Background: an optimization exercise with open tools, aiming at small area and a short achievable clock period. Do not read the settings as production practice.
In this exercise RTL edits were held to simulation tests only and were not proved equivalent to the original.
No activity file was given, so power comes from the tool's default toggle rates.

## design/flow/run.sh

```bash
#!/bin/bash
# synth_recipe.tcl (not shown) runs the flow's synth.tcl, then flattens the netlist and writes it again
# the make line also repeats each setting of config.mk as NAME=value (left out here)
make -C /OpenROAD-flow-scripts/flow DESIGN_CONFIG=/design/flow/config.mk WORK_HOME=/design/flow/orfs CLKGATE_MAP_FILE= SYNTH_SCRIPT=/design/flow/synth_recipe.tcl finish
```

## design/flow/config.mk

```make
export PLATFORM = sky130hd
export DESIGN_NAME = block_relay
export DESIGN_NICKNAME = block_relay
export VERILOG_FILES = /design/flow/design.v
export SDC_FILE = /design/flow/constraint.sdc
export NUM_CORES = 4
export LEC_CHECK = 0
export CAP_MARGIN = 20
export CORE_MARGIN = 2
export CORE_UTILIZATION = 40
export SLEW_MARGIN = 20
```

## design/flow/constraint.sdc

```tcl
create_clock -name core_clock -period 10.0 [get_ports {clk}]
set_input_delay 2.0000 -clock core_clock [delete_from_list [all_inputs] [get_ports {clk}]]
set_output_delay 2.0000 -clock core_clock [all_outputs]
set_load 0.01 [all_outputs]
```

## design/flow/design.v

```verilog
package block_relay_pkg;
	typedef enum logic [1:0] {
		SEQ_IDLE,
		SEQ_FILL,
		SEQ_DRAIN,
		SEQ_CLOSE
	} seq_state_e;
	typedef enum logic [1:0] {
		TX_IDLE,
		TX_START,
		TX_DATA,
		TX_STOP
	} tx_state_e;
	typedef struct packed {
		logic        cyc;
		logic        stb;
		logic        we;
		logic [1:0]  adr;
		logic [15:0] dat;
	} wb_req_t;
	typedef struct packed {
		logic        ack;
		logic [15:0] dat;
	} wb_rsp_t;
	typedef struct packed {
		logic        vld;
		logic [15:0] data;
	} sample_t;
endpackage
module block_relay (
	input  logic        clk,
	input  logic        rst_n,
	input  logic        wb_cyc,
	input  logic        wb_stb,
	input  logic        wb_we,
	input  logic [1:0]  wb_adr,
	input  logic [15:0] wb_dat_i,
	output logic        wb_ack,
	output logic [15:0] wb_dat_o,
	input  logic        in_vld,
	input  logic [15:0] in_data,
	output logic        in_rdy,
	output logic        uart_txd
);
	logic       rdy;       
	logic       act;       
	logic       drn;       
	logic       cls;       
	logic [5:0] cnt;       
	logic [5:0] lm1;       
	logic [1:0] baud;      
	logic [3:0] slot;      
	logic       hi;        
	logic [1:0] rot;       
	logic       txd_q;
	logic       idle;
	logic       accept;
	logic       first;
	logic       fill_last;
	logic       turn;
	logic       to_drain;
	logic [5:0] len_m1;
	logic       bit_end;
	logic [6:0] len_q;     
	assign idle      = rdy && !act;
	assign accept    = in_vld && rdy;
	assign first     = accept && !act;
	assign len_m1    = 6'(len_q - 7'd1);
	assign fill_last = act ? (cnt == 6'd1) : (len_q == 7'd1);
	assign to_drain  = accept && fill_last;
	assign turn      = drn && (rot != 2'd0);
	assign bit_end   = (baud == 2'd3);
	assign in_rdy   = rdy;
	assign uart_txd = txd_q;
	always_ff @(posedge clk or negedge rst_n) begin
		if (!rst_n) begin
			rdy  <= 1'b1;
			act  <= 1'b0;
			drn  <= 1'b0;
			cls  <= 1'b0;
			cnt  <= '0;
			lm1  <= '0;
			baud <= '0;
			slot <= '0;
			hi   <= 1'b0;
			rot  <= '0;
		end else begin
			cls <= 1'b0;
			if (first) begin
				lm1 <= len_m1;
			end
			if (turn) begin
				rot <= rot - 2'd1;
			end
			if (accept) begin
				if (fill_last) begin
					rdy  <= 1'b0;
					act  <= 1'b0;
					drn  <= 1'b1;
					cnt  <= first ? len_m1 : lm1;
					rot  <= ~(first ? len_m1[1:0] : lm1[1:0]);
					slot <= 4'd15;
					hi   <= 1'b0;
					baud <= 2'd0;
				end else begin
					act <= 1'b1;
					cnt <= first ? len_m1 : cnt - 6'd1;
				end
			end else if (drn) begin
				baud <= baud + 2'd1;
				case (slot)
					4'd8: begin
						if (bit_end) begin
							if (!hi) begin
								hi   <= 1'b1;
								slot <= 4'd15;
							end else begin
								slot <= 4'd9;
							end
						end
					end
					4'd9: begin
						baud <= 2'd0;
						if (cnt != 6'd0) begin
							cnt  <= cnt - 6'd1;
							hi   <= 1'b0;
							rot  <= 2'd1;
							slot <= 4'd15;
						end else begin
							slot <= 4'd10;
						end
					end
					4'd10: begin
						drn <= 1'b0;
						cls <= 1'b1;
					end
					default: begin
						if (bit_end) begin
							slot <= slot + 4'd1;
						end
					end
				endcase
			end else if (cls) begin
				rdy <= 1'b1;
			end
		end
	end
	logic [1023:0] ring;
	logic [15:0]   ring_in;
	logic          ring_en;
	assign ring_en = accept || turn;
	assign ring_in = drn ? ring[1023:1008] : in_data;
	always_ff @(posedge clk) begin
		if (ring_en) begin
			ring <= {ring[1007:0], ring_in};
		end
	end
	logic [255:0] cand;
	logic [15:0]  word;
	logic         dbit;
	always_comb begin
		for (int j = 0; j < 16; j++) begin
			cand[j*16 +: 16] = ring[(4*j+3)*16 +: 16];
		end
	end
	assign word = cand[lm1[5:2]*16 +: 16];
	assign dbit = word[{hi, slot[2:0]}];
	always_ff @(posedge clk or negedge rst_n) begin
		if (!rst_n) begin
			txd_q <= 1'b1;
		end else begin
			txd_q <= !drn || (slot != 4'd15 && (slot[3] || dbit));
		end
	end
	logic        req;
	logic        take;
	logic        ack_q;
	logic        served;
	logic [14:0] blk_cnt;
	logic [14:0] blk_nxt;
	logic        busy_nxt;
	logic [6:0]  len_clamped;
	logic [15:0] dat_q;
	assign req  = wb_cyc && wb_stb;
	assign take = req && !ack_q && !served;
	always_ff @(posedge clk or negedge rst_n) begin
		if (!rst_n) begin
			ack_q  <= 1'b0;
			served <= 1'b0;
		end else begin
			ack_q <= take;
			if (!req) begin
				served <= 1'b0;
			end else if (ack_q) begin
				served <= 1'b1;
			end
		end
	end
	always_comb begin
		if (wb_dat_i == 16'd0) begin
			len_clamped = 7'd1;
		end else if (wb_dat_i > 16'(64)) begin
			len_clamped = 7'(64);
		end else begin
			len_clamped = wb_dat_i[6:0];
		end
	end
	always_ff @(posedge clk or negedge rst_n) begin
		if (!rst_n) begin
			len_q <= 7'(10);
		end else if (take && wb_we && wb_adr == 2'd0) begin
			len_q <= len_clamped;
		end
	end
	assign blk_nxt = cls ? blk_cnt + 15'd1 : blk_cnt;
	always_ff @(posedge clk or negedge rst_n) begin
		if (!rst_n) begin
			blk_cnt <= '0;
		end else begin
			blk_cnt <= blk_nxt;
		end
	end
	assign busy_nxt = !(cls || (idle && !in_vld));
	always_ff @(posedge clk) begin
		case (wb_adr)
			2'd0:    dat_q <= 16'(wb_we ? len_clamped : len_q);
			2'd1:    dat_q <= {blk_nxt, busy_nxt};
			default: dat_q <= 16'h0000;
		endcase
	end
	assign wb_ack   = ack_q;
	assign wb_dat_o = dat_q;
endmodule
```

==> reports/qor.txt <==
VDD IR-drop max: 0.0002391 V
max cap viols: 0
total number of vias: 14750
Design Area, Final: 41790 um^2
min-delay src: ring[201]$_DFFE_PP_
P&R area growth vs syn: 14.90%
Worst-Margin Slew: 1.159 ns
minimum clock period: 4.468 ns
Placed Area: 38370 um^2
Leak Pwr: 14.11 nW
Row Count: 110
Die ar.: 93350 um^2
Post CTS Setup Buffer Count: 0
Tcrit/Tclk final: 0.4468
Post-route DRC: 0
CTS resizes: 0
First DRT Iteration DRCs: 1738
top_reg_cell synth: edfxtp_1
crit end category: flip-flop
Clock Latency Late Sink: 0.67 ns
Critical Path AT: 4.76 ns
CTS max path bufs: 3
Synth area leaders: edfxtp_1, dfrtp_1, mux4_2
Synth area leader: edfxtp_1
cell family with most CP delay: buffers and inverters
layer with the highest usage: met1
Setup TNS: 0 ns
status: timing/DRC/antenna clean
largest net degree at the start of global routing: 226
RSZ-0062 raised after global routing: no
share of the synthesized area in the top cell type: 0.8455
FF-to-FF Start: lm1[2]$_DFF_PN0_
GR Util met3: 0.02496
port bufs: 58
htree depth: 3
share of cells above drive strength 1: 0.1473
Mapped Area: 36370 um^2
CTS tree: built
worst min path class: reg2reg
core area: 90010 um^2
Mapped Nets: 1623
Final Hold Viols: 0
root buffer cell: clkbuf_16
crit path buf inv count: 3
max incr delay on CP: 0.81 ns
register bit total from synthesis: 1090
synth unique cells: 69
Ports: 59
total track usage: 0.1213
Fmax: 223.8 MHz
fin nets: 1767
first-pass GRT wire length: 87290 um
final core utilization: 0.4642
Pwr per Cell Area: 349.3 nW/um^2
initial antenna violation count: 0
drt total wl: 57680 um
Worst EP required: 10.29 ns
clock slew at reported path FFs: 0.06 ns
GP Congestion: 0.7711
Worst setup SP type: primary input
most common cell in the netlist: edfxtp_1
number of synthesized flops with an enable pin: 1024
die height: 305.5 um
Setup CP Type: in2reg
Starting Density: 0.4040
HPWL Detailed: 30860 um
Inserted Clock Buffers: 105
Worst setup startpoint: in_vld
yosys warns: 1
met2 Resource Use GR: 0.1710
FFs w/ async S/R, synth: 0.04587
number of global-route vias before repair: 14630
M1 GR Usage: 0.1886
DRT antenna net count: 0
number of clock sinks: 1090
sequential-to-total area share from yosys stat: 0.8888
Die W: 305.5 um
WL per Instance: 19.34 um
Mapped Cells: 1572
top cells by count, synth: edfxtp_1, nand2_1, dfrtp_1, mux4_2, nor2_1
crit path max fanout: 150
Post-CTS Hold Buffers: 0
slew margin rel.: 0.2272
endpoints failing setup: 0
Via density: 4.944
1st-pass router iterations: 5
CP max-delay cell: nand2_8
final slew viol count: 0
skew final: 0.04695 ns
syn avg cell area: 23.14 um^2
worst-path cell chain: clkdlybuf4s50_1 > nand2_1 > nand2_8 > buf_12 > buf_16
total grt overflow: 0
[per-layer routing]
layer | vias up | share of wire
met1 | 7695 | 0.49
met3 | 79 | 0.050
met4 | 0 | 0.018
met5 | - | 0
met2 | 348 | 0.44
li1 | 6626 | -
[through the flow]
stage	cells	total power [mW]	worst slack [ns]	hold WS [ns]
5_1_grt	2982	15.29	5.328	0.4027
2_1_floorplan	1572	10.47	0.2864	0.4003
6_report	2983	14.59	5.532	0.4029
3_5_place_dp	2784	10.88	4.932	0.4045
4_1_cts	2981	14.78	5.661	0.4011
3_3_place_gp	2784	10.79	5.010	0.4004
[cell families after synthesis]
logic type               count (synthesis)  share of synthesized area
AO/OA/AOI/OAI                          120                    0.02281
flip-flops                            1090                     0.8888
AND/OR/NAND/NOR                        176                    0.02456
adder cells (fa/ha/maj)                 11                   0.003784
multiplexers                           104                    0.04761
XOR/XNOR                                19                   0.004576
buffers and inverters                   52                   0.007809
[sequential cells by signal, summed over array words and instances (netlist names), 2 cells and up]
signal   cells
lm1          6
blk_cnt     15
dat_q       16
ring      1024
rot          2
slot         4
len_q        7
baud         2
cnt          6
[cell usage in the layout (no fill, tap or decap), types with 15 or more instances in the layout]
cell type / count
clkdlybuf4s50_1: 57
clkinv_2: 33
nor2_1: 33
dfxtp_1: 16
mux2_2: 24
mux4_2: 45
nand2_1: 50
clkinv_1: 21
edfxtp_1: 1024
clkbuf_16: 106
clkbuf_1: 15
a21oi_1: 16
nand3_1: 16
mux2i_1: 29
nor2b_1: 21
dfrtp_1: 42
o21ai_0: 30
[layout make-up]
class / instances / area [um^2]
Tap cell: 1176 / 1471
Sequential cell: 1090 / 32330
Fill cell: 7394 / 48230
Timing Repair Buffer: 74 / 765.7
Multi-Input combinational cell: 430 / 3775
Clock buffer: 123 / 2736
Inverter: 15 / 56.30
Antenna cell: 1 / 2.502
Clock inverter: 74 / 645.6
[path summary, 6_finish.rpt]
kind,endpoint,slack (ns),cells after the start
setup reg to reg,txd_q$_DFF_PN1_,6.26,8
min in group asynchronous,blk_cnt[14]$_DFF_PN0_,1.45,2
hold reg to reg,ring[217]$_DFFE_PP_,0.40,0
max in group asynchronous,lm1[2]$_DFF_PN0_,8.03,2
setup / recovery,ring[477]$_DFFE_PP_,5.53,5
hold / removal,ring[217]$_DFFE_PP_,0.40,0
[power breakdown]
part	switching (mW)	total, mW	internal (mW)
Sequential	0.834	8.83	7.99
Combinational	1.33	1.97	0.635
Clock	1.67	3.80	2.13
Total	3.84	14.6	10.8

==> afterwards: timing with drivers on the ports <==
No port has a modelled driver above. Below, the same layout with a new extraction and two added sets of constraints.
Step 1 sets driving cells, clkbuf_16 on the clock port and buf_2 on the other inputs (assumed; they add their load-dependent delay and slew).
Step 2 adds t to the input delays and takes it off the output delays; t is the mean of the earliest and latest rising clock arrival at the registers after step 1. Input paths then give back, and output paths get back, about the clock's delay inside the block.
Slacks: ideal ports / drivers / drivers and shift; pairs: ideal ports / drivers.
shift t [ns]: 0.708
setup WS [ns]: 5.532 / 5.535 / 4.827
hold slack, ns: 0.403 / 0.403 / 0.403
cell pins on the clock port's net: 1
After both steps setup and hold are still met in this run. The setup slack of this run moves by +0.003 ns with the drivers and by -0.705 ns with both steps.
